What follows belongs to an exercise in optimizing a design on an open flow for small area; a production flow would make more cautious choices. The RTL was checked by simulation tests, not by an equivalence proof against the original design. Power is estimated from default activity; no workload was simulated.

run A:
## binary_column_entropy_sum_core
module binary_column_entropy_sum_core
#(
    parameter int MAX_ROWS    = 64,
    parameter int MAX_COLUMNS = 4096,
    parameter int FRAC_BITS   = 16
) (
    input  logic              i_clk,
    input  logic              i_rst_n,
    input  logic              i_cfg_we,
    input  logic [6:0]        i_cfg_wdata,
    input  logic              s_axis_tvalid,
    output logic              s_axis_tready,
    input  logic [63:0]       s_axis_tdata,
    input  logic              s_axis_tlast,
    output logic              m_axis_tvalid,
    input  logic              m_axis_tready,
    output logic [31:0]       m_axis_tdata,
    output logic              m_axis_tuser
);
For scale: roughly 760 cells after synthesis, ~110 I/O pins, about 0.0065 sq mm of cells after synthesis.
export LEC_CHECK = 0
export ABC_AREA = 1
export CAP_MARGIN = 20
export CORE_MARGIN = 2
export CORE_UTILIZATION = 65
export CTS_BUF_LIST = sky130_fd_sc_hd__clkbuf_8
export PLACE_DENSITY = 0.72
export SLEW_MARGIN = 20
create_clock -name core_clock -period 11.0 [get_ports {i_clk}]
standard.sh (not shown) runs the stock make flow with config.mk's settings and CLKGATE_MAP_FILE= SYNTH_SCRIPT=/design/flow/synth_recipe.tcl, a recipe that flattens the netlist after the stock synthesis.
==> flow/flow/run.sh <==
#!/bin/bash
# Own layout flow: the standard layout (standard.sh) with these changes:
#  - after the standard synthesis, its combinational gates are re-optimised and re-mapped for area by ABC
#    (resyn.sh); the registers stay exactly as the standard synthesis made them;
#  - after the floorplan, combinational cells are set to drive strength 1 (downsize.tcl);
#    placement's repair_design then sizes up wherever slew, capacitance or timing needs it;
#  - the port buffers that global placement inserts are buf_1 instead of the cell that
#    buffer_ports picks by default (each port still gets its own buffer);
#  - clock tree synthesis uses clkbuf_8 and inserts no dummy loads.
# Each tool's output goes to its own log here; each ORFS step also logs under orfs/logs/.
set -euo pipefail
R=orfs/results/sky130hd/binary_column_entropy_sum_core/base
export BUFFER_PORTS_ARGS="-buffer_cell sky130_fd_sc_hd__buf_1"
export CTS_ARGS="-sink_clustering_enable -repair_clock_nets -buf_list sky130_fd_sc_hd__clkbuf_8 -dont_use_dummy_load"
bash standard.sh synth > standard_synth.log 2>&1
bash flow/resyn.sh $R/1_2_yosys.v > resyn.log 2>&1
rm -f $R/1_synth.odb $R/1_synth.sdc
bash standard.sh floorplan > standard_floorplan.log 2>&1
DOWNSIZE_ODB=$R/2_floorplan.odb openroad -no_init -exit flow/downsize.tcl > downsize.log 2>&1
bash standard.sh > standard_flow.log 2>&1
==> flow/flow/mkcells.py <==
#!/usr/bin/env python3
"""Split the cell models that Yosys writes from the liberty (cells_all.v) into
combinational models, which the resynthesis may rebuild, and blackbox stubs for every
other cell (flip-flops, latches, tie, tap, fill, ...), which it keeps as they are.
Also writes the -dont_use arguments for ABC: the blackboxed cells, the platform's
list, and clock, delay and multi-output adder cells, which ABC does not map to (any
such cell already in the netlist is rebuilt from plain gates)."""
import re, sys
src = open(sys.argv[1]).read()
mods = re.findall(r"(module (sky130_fd_sc_hd__\w+)\((.*?)\);(.*?)endmodule)", src, re.S)
keep = re.compile(r"__(conb|tap|fill|decap|diode|einv|ebuf|probe|lpflow|macro|dl|sdl|df|edf|sdf|sedf|fah)")
no_map = re.compile(r"__(fa_|ha_|clk|dly|bufinv|bufbuf)")
comb, bb, dont = [], [], []
for full, name, ports, body in mods:
    if ("reg " in body) or ("always" in body) or keep.search(name) or ("assign" not in body):
        decl = [l.strip() for l in body.split("\n") if re.match(r"\s*(input|output|inout)\b", l)]
        bb.append("(* blackbox *)\nmodule %s(%s);\n  %s\nendmodule\n" % (name, ports, "\n  ".join(decl)))
        dont.append(name)
    else:
        comb.append(full + "\n")
        if no_map.search(name):
            dont.append(name)
open("comb_models.v", "w").write("\n".join(comb))
open("bb_stubs.v", "w").write("\n".join(bb))
open("dont_use.txt", "w").write(" ".join("-dont_use " + d for d in dont))
==> flow/flow/resyn.abc <==
strash
&get -n
&deepsyn -T 60 -S 1
&put
dch -f
map -a
strash
dch -f
amap
topo
==> flow/flow/resyn.sh <==
#!/bin/bash
# Re-map the combinational logic of the standard synthesis netlist ($1, rewritten in place)
# for area with ABC (&deepsyn for 60 s, then dch -f with map -a, then dch -f with amap). Flip-flops and tie cells are
# kept as blackboxes, so every register keeps its instance name, its cell type and its
# connections; only the gates between them change. Output in the folder it runs in.
set -euo pipefail
NET=$1
LIB=$FLOW_HOME/platforms/sky130hd/lib/sky130_fd_sc_hd__tt_025C_1v80.lib
yosys -q -p "read_liberty -ignore_miss_func $LIB; write_verilog -noattr resyn_cells_all.v" > resyn_cells.log 2>&1
python3 flow/mkcells.py resyn_cells_all.v
cp "$NET" resyn_in.v
cat > resyn.ys <<EOY
read_verilog comb_models.v
read_verilog bb_stubs.v
read_verilog resyn_in.v
hierarchy -top $FLOW_TOP
flatten
opt_clean -purge
techmap
opt -fast
abc -script flow/resyn.abc -liberty $LIB $(cat dont_use.txt)
read_liberty -lib -ignore_redef $LIB
setundef -zero
opt_clean -purge
hilomap -singleton -hicell sky130_fd_sc_hd__conb_1 HI -locell sky130_fd_sc_hd__conb_1 LO
splitnets
opt_clean -purge
insbuf -buf sky130_fd_sc_hd__buf_4 A X
check -assert
tee -o resyn_stat.txt stat -liberty $LIB
write_verilog -noexpr -noattr -nohex -nodec resyn_out.v
EOY
yosys -s resyn.ys > resyn_yosys.log 2>&1
cp resyn_out.v "$NET"
Other scripts of this flow, unchanged in this note and not shown: flow/flow/downsize.tcl
Modified inputs, run B compared to run A
diff --git a/flow/flow/run.sh b/flow/flow/run.sh
--- a/flow/flow/run.sh
+++ b/flow/flow/run.sh
@@ -2,3 +2,3 @@
 # Own layout flow: the standard layout (standard.sh) with these changes:
-#  - after the standard synthesis, its combinational gates are re-optimised and re-mapped for area by ABC
+#  - after the standard synthesis, its combinational gates are re-mapped for area by ABC
 #    (resyn.sh); the registers stay exactly as the standard synthesis made them;
@@ -8,3 +8,3 @@
 #    buffer_ports picks by default (each port still gets its own buffer);
-#  - clock tree synthesis uses clkbuf_8 and inserts no dummy loads.
+#  - clock tree synthesis uses clkbuf_4 and inserts no dummy loads.
 # Each tool's output goes to its own log here; each ORFS step also logs under orfs/logs/.
==> flow/flow/mkcells.py <==
#!/usr/bin/env python3
"""Split the cell models that Yosys writes from the liberty (cells_all.v) into
combinational models, which the resynthesis may rebuild, and blackbox stubs for every
other cell (flip-flops, latches, adders, tie, tap, fill, ...), which it keeps as they are.
Also writes the -dont_use arguments for ABC (the platform's list plus clock and delay
cells, which stay out of the logic)."""
import re, sys
src = open(sys.argv[1]).read()
mods = re.findall(r"(module (sky130_fd_sc_hd__\w+)\((.*?)\);(.*?)endmodule)", src, re.S)
skip = re.compile(r"__(conb|tap|fill|decap|diode|einv|ebuf|probe|lpflow|macro|dl|sdl|df|edf|sdf|sedf|fa_|fah|ha_|clk|dly|bufinv|bufbuf)")
comb, bb, dont = [], [], []
for full, name, ports, body in mods:
    if ("reg " in body) or ("always" in body) or skip.search(name) or ("assign" not in body):
        decl = [l.strip() for l in body.split("\n") if re.match(r"\s*(input|output|inout)\b", l)]
        bb.append("(* blackbox *)\nmodule %s(%s);\n  %s\nendmodule\n" % (name, ports, "\n  ".join(decl)))
        dont.append(name)
    else:
        comb.append(full + "\n")
open("comb_models.v", "w").write("\n".join(comb))
open("bb_stubs.v", "w").write("\n".join(bb))
open("dont_use.txt", "w").write(" ".join("-dont_use " + d for d in dont))
==> flow/flow/resyn.abc <==
strash
dch -f
map -a
topo
diff --git a/flow/flow/resyn.sh b/flow/flow/resyn.sh
--- a/flow/flow/resyn.sh
+++ b/flow/flow/resyn.sh
@@ -2,3 +2,3 @@
 # Re-map the combinational logic of the standard synthesis netlist ($1, rewritten in place)
-# for area with ABC (&deepsyn for 60 s, then dch -f with map -a, then dch -f with amap). Flip-flops and tie cells are
+# for area with ABC (strash; dch -f; map -a). Flip-flops, adder cells and tie cells are
 # kept as blackboxes, so every register keeps its instance name, its cell type and its
Delta(relative area of non-clock buffer cells in the final design, run B - run A) < 0
Run B: critical path depth is 6 lower than what run A reported.
Relative to run A, the worst hold slack of run B is higher by 3.4 ps.
In run B the clock period minus worst slack turned out 1550 ps lower than in run A.
Clock share of power delta for run B relative to run A: 0.8 points lower
Run B vs. run A: fmax grew by 18%, post-route clock period utilization shrank by 14 points, worst setup slack grew by 1550 ps.
diff inputs: run B => run C
diff --git a/flow/flow/run.sh b/flow/flow/run.sh
--- a/flow/flow/run.sh
+++ b/flow/flow/run.sh
@@ -2,3 +2,3 @@
 # Own layout flow: the standard layout (standard.sh) with these changes:
-#  - after the standard synthesis, its combinational gates are re-mapped for area by ABC
+#  - after the standard synthesis, its combinational gates are re-optimised and re-mapped for area by ABC
 #    (resyn.sh); the registers stay exactly as the standard synthesis made them;
@@ -8,3 +8,3 @@
 #    buffer_ports picks by default (each port still gets its own buffer);
-#  - clock tree synthesis uses clkbuf_4 and inserts no dummy loads.
+#  - clock tree synthesis uses clkbuf_8 and inserts no dummy loads.
 # Each tool's output goes to its own log here; each ORFS step also logs under orfs/logs/.
diff --git a/flow/flow/mkcells.py b/flow/flow/mkcells.py
--- a/flow/flow/mkcells.py
+++ b/flow/flow/mkcells.py
@@ -3,5 +3,6 @@
 combinational models, which the resynthesis may rebuild, and blackbox stubs for every
-other cell (flip-flops, latches, adders, tie, tap, fill, ...), which it keeps as they are.
+other cell (flip-flops, latches, tie, tap, fill, ...), which it keeps as they are.
 Also writes the -dont_use arguments for ABC (the platform's list plus clock and delay
-cells, which stay out of the logic)."""
+cells, which stay out of the logic, and the multi-output adder cells, which ABC cannot
+map to)."""
 import re, sys
@@ -9,3 +10,5 @@
 mods = re.findall(r"(module (sky130_fd_sc_hd__\w+)\((.*?)\);(.*?)endmodule)", src, re.S)
-skip = re.compile(r"__(conb|tap|fill|decap|diode|einv|ebuf|probe|lpflow|macro|dl|sdl|df|edf|sdf|sedf|fa_|fah|ha_|clk|dly|bufinv|bufbuf)")
+skip = re.compile(r"__(conb|tap|fill|decap|diode|einv|ebuf|probe|lpflow|macro|dl|sdl|df|edf|sdf|sedf|fah|clk|dly|bufinv|bufbuf)")
+# adder cells are rebuilt from gates like the rest of the logic (ABC cannot place them)
+no_map = re.compile(r"__(fa|ha)_")
 comb, bb, dont = [], [], []
@@ -18,2 +21,4 @@
         comb.append(full + "\n")
+        if no_map.search(name):
+            dont.append(name)
 open("comb_models.v", "w").write("\n".join(comb))
==> flow/flow/resyn.abc <==
strash
&get -n
&deepsyn -T 60 -S 1
&put
dch -f
map -a
strash
dch -f
map -a
topo
diff --git a/flow/flow/resyn.sh b/flow/flow/resyn.sh
--- a/flow/flow/resyn.sh
+++ b/flow/flow/resyn.sh
@@ -2,3 +2,3 @@
 # Re-map the combinational logic of the standard synthesis netlist ($1, rewritten in place)
-# for area with ABC (strash; dch -f; map -a). Flip-flops, adder cells and tie cells are
+# for area with ABC (&deepsyn for 60 s, then dch -f; map -a twice). Flip-flops and tie cells are
 # kept as blackboxes, so every register keeps its instance name, its cell type and its
### Flow results
Comparing sequential power for run B and run C, the bigger number came from run B. Re wire length: run B and run C aren't equal, and the higher value belongs to run C. Of run B and run C, run B shows the lower post-synthesis to final-layout area growth, with run C above it. [compare] base=run B new=run C: shortest clock period the worst path allows after layout shrank by 200 ps; combinational power moved down. Comparing run B and run C, the higher combinational share of power was measured on run B. Per the comparison of run C with run B, cell area after technology mapping -320 sq um, met3 layer usage reported by global route shows a reduction of 0.15 points.
diff inputs: run C => run D
==> flow/flow/mkcells.py <==
#!/usr/bin/env python3
"""Split the cell models that Yosys writes from the liberty (cells_all.v) into
combinational models, which the resynthesis may rebuild, and blackbox stubs for every
other cell (flip-flops, latches, tie, tap, fill, ...), which it keeps as they are.
Also writes the -dont_use arguments for ABC: the blackboxed cells, the platform's
list, and clock, delay and multi-output adder cells, which ABC does not map to (any
such cell already in the netlist is rebuilt from plain gates)."""
import re, sys
src = open(sys.argv[1]).read()
mods = re.findall(r"(module (sky130_fd_sc_hd__\w+)\((.*?)\);(.*?)endmodule)", src, re.S)
keep = re.compile(r"__(conb|tap|fill|decap|diode|einv|ebuf|probe|lpflow|macro|dl|sdl|df|edf|sdf|sedf|fah)")
no_map = re.compile(r"__(fa_|ha_|clk|dly|bufinv|bufbuf)")
comb, bb, dont = [], [], []
for full, name, ports, body in mods:
    if ("reg " in body) or ("always" in body) or keep.search(name) or ("assign" not in body):
        decl = [l.strip() for l in body.split("\n") if re.match(r"\s*(input|output|inout)\b", l)]
        bb.append("(* blackbox *)\nmodule %s(%s);\n  %s\nendmodule\n" % (name, ports, "\n  ".join(decl)))
        dont.append(name)
    else:
        comb.append(full + "\n")
        if no_map.search(name):
            dont.append(name)
open("comb_models.v", "w").write("\n".join(comb))
open("bb_stubs.v", "w").write("\n".join(bb))
open("dont_use.txt", "w").write(" ".join("-dont_use " + d for d in dont))
==> flow/flow/resyn.abc <==
strash
&get -n
&deepsyn -T 60 -S 1
&put
dch -f
amap
topo
diff --git a/flow/flow/resyn.sh b/flow/flow/resyn.sh
--- a/flow/flow/resyn.sh
+++ b/flow/flow/resyn.sh
@@ -2,3 +2,3 @@
 # Re-map the combinational logic of the standard synthesis netlist ($1, rewritten in place)
-# for area with ABC (&deepsyn for 60 s, then dch -f; map -a twice). Flip-flops and tie cells are
+# for area with ABC (&deepsyn for 60 s, then dch -f and amap, the area-oriented mapper). Flip-flops and tie cells are
 # kept as blackboxes, so every register keeps its instance name, its cell type and its
The final design area excluding fillers in run D was lower than what run C gave.
Changes observed in run D relative to run C: switching power summed over all nets decreased about 10%; cell internal power dissipation moved up.

afterwards: timing with drivers on the ports:
No port has a modelled driver above. Below, the same layouts with a new extraction and two added sets of constraints.
Step 1 assumes that a clkbuf_16 drives the clock port and a buf_2 every other input.
Step 2 times the ports against the registers' clock, not the clock port: input delays grow and output delays shrink by t, the midpoint of the rising clock arrivals with the driver on.
Slacks: ideal / step 1 / step 2; pairs: ideal / step 1.
run | t, ns | slack for setup (ns) | worst register clock-pin slew, ns | worst data-port slew with drivers (ns) | pins driven straight from the clock port
run A | 0.456 | 0.743 / 0.743 / 0.743 | 0.07 / 0.07 | 0.05 | 1
run B | 0.474 | 2.289 / 2.289 / 2.289 | 0.08 / 0.08 | 0.05 | 1
run C | 0.473 | 2.488 / 2.488 / 2.488 | 0.08 / 0.08 | 0.07 | 1
run D | 0.459 | 1.207 / 1.207 / 1.207 | 0.08 / 0.08 | 0.05 | 1
After both steps every run listed still meets setup and hold.
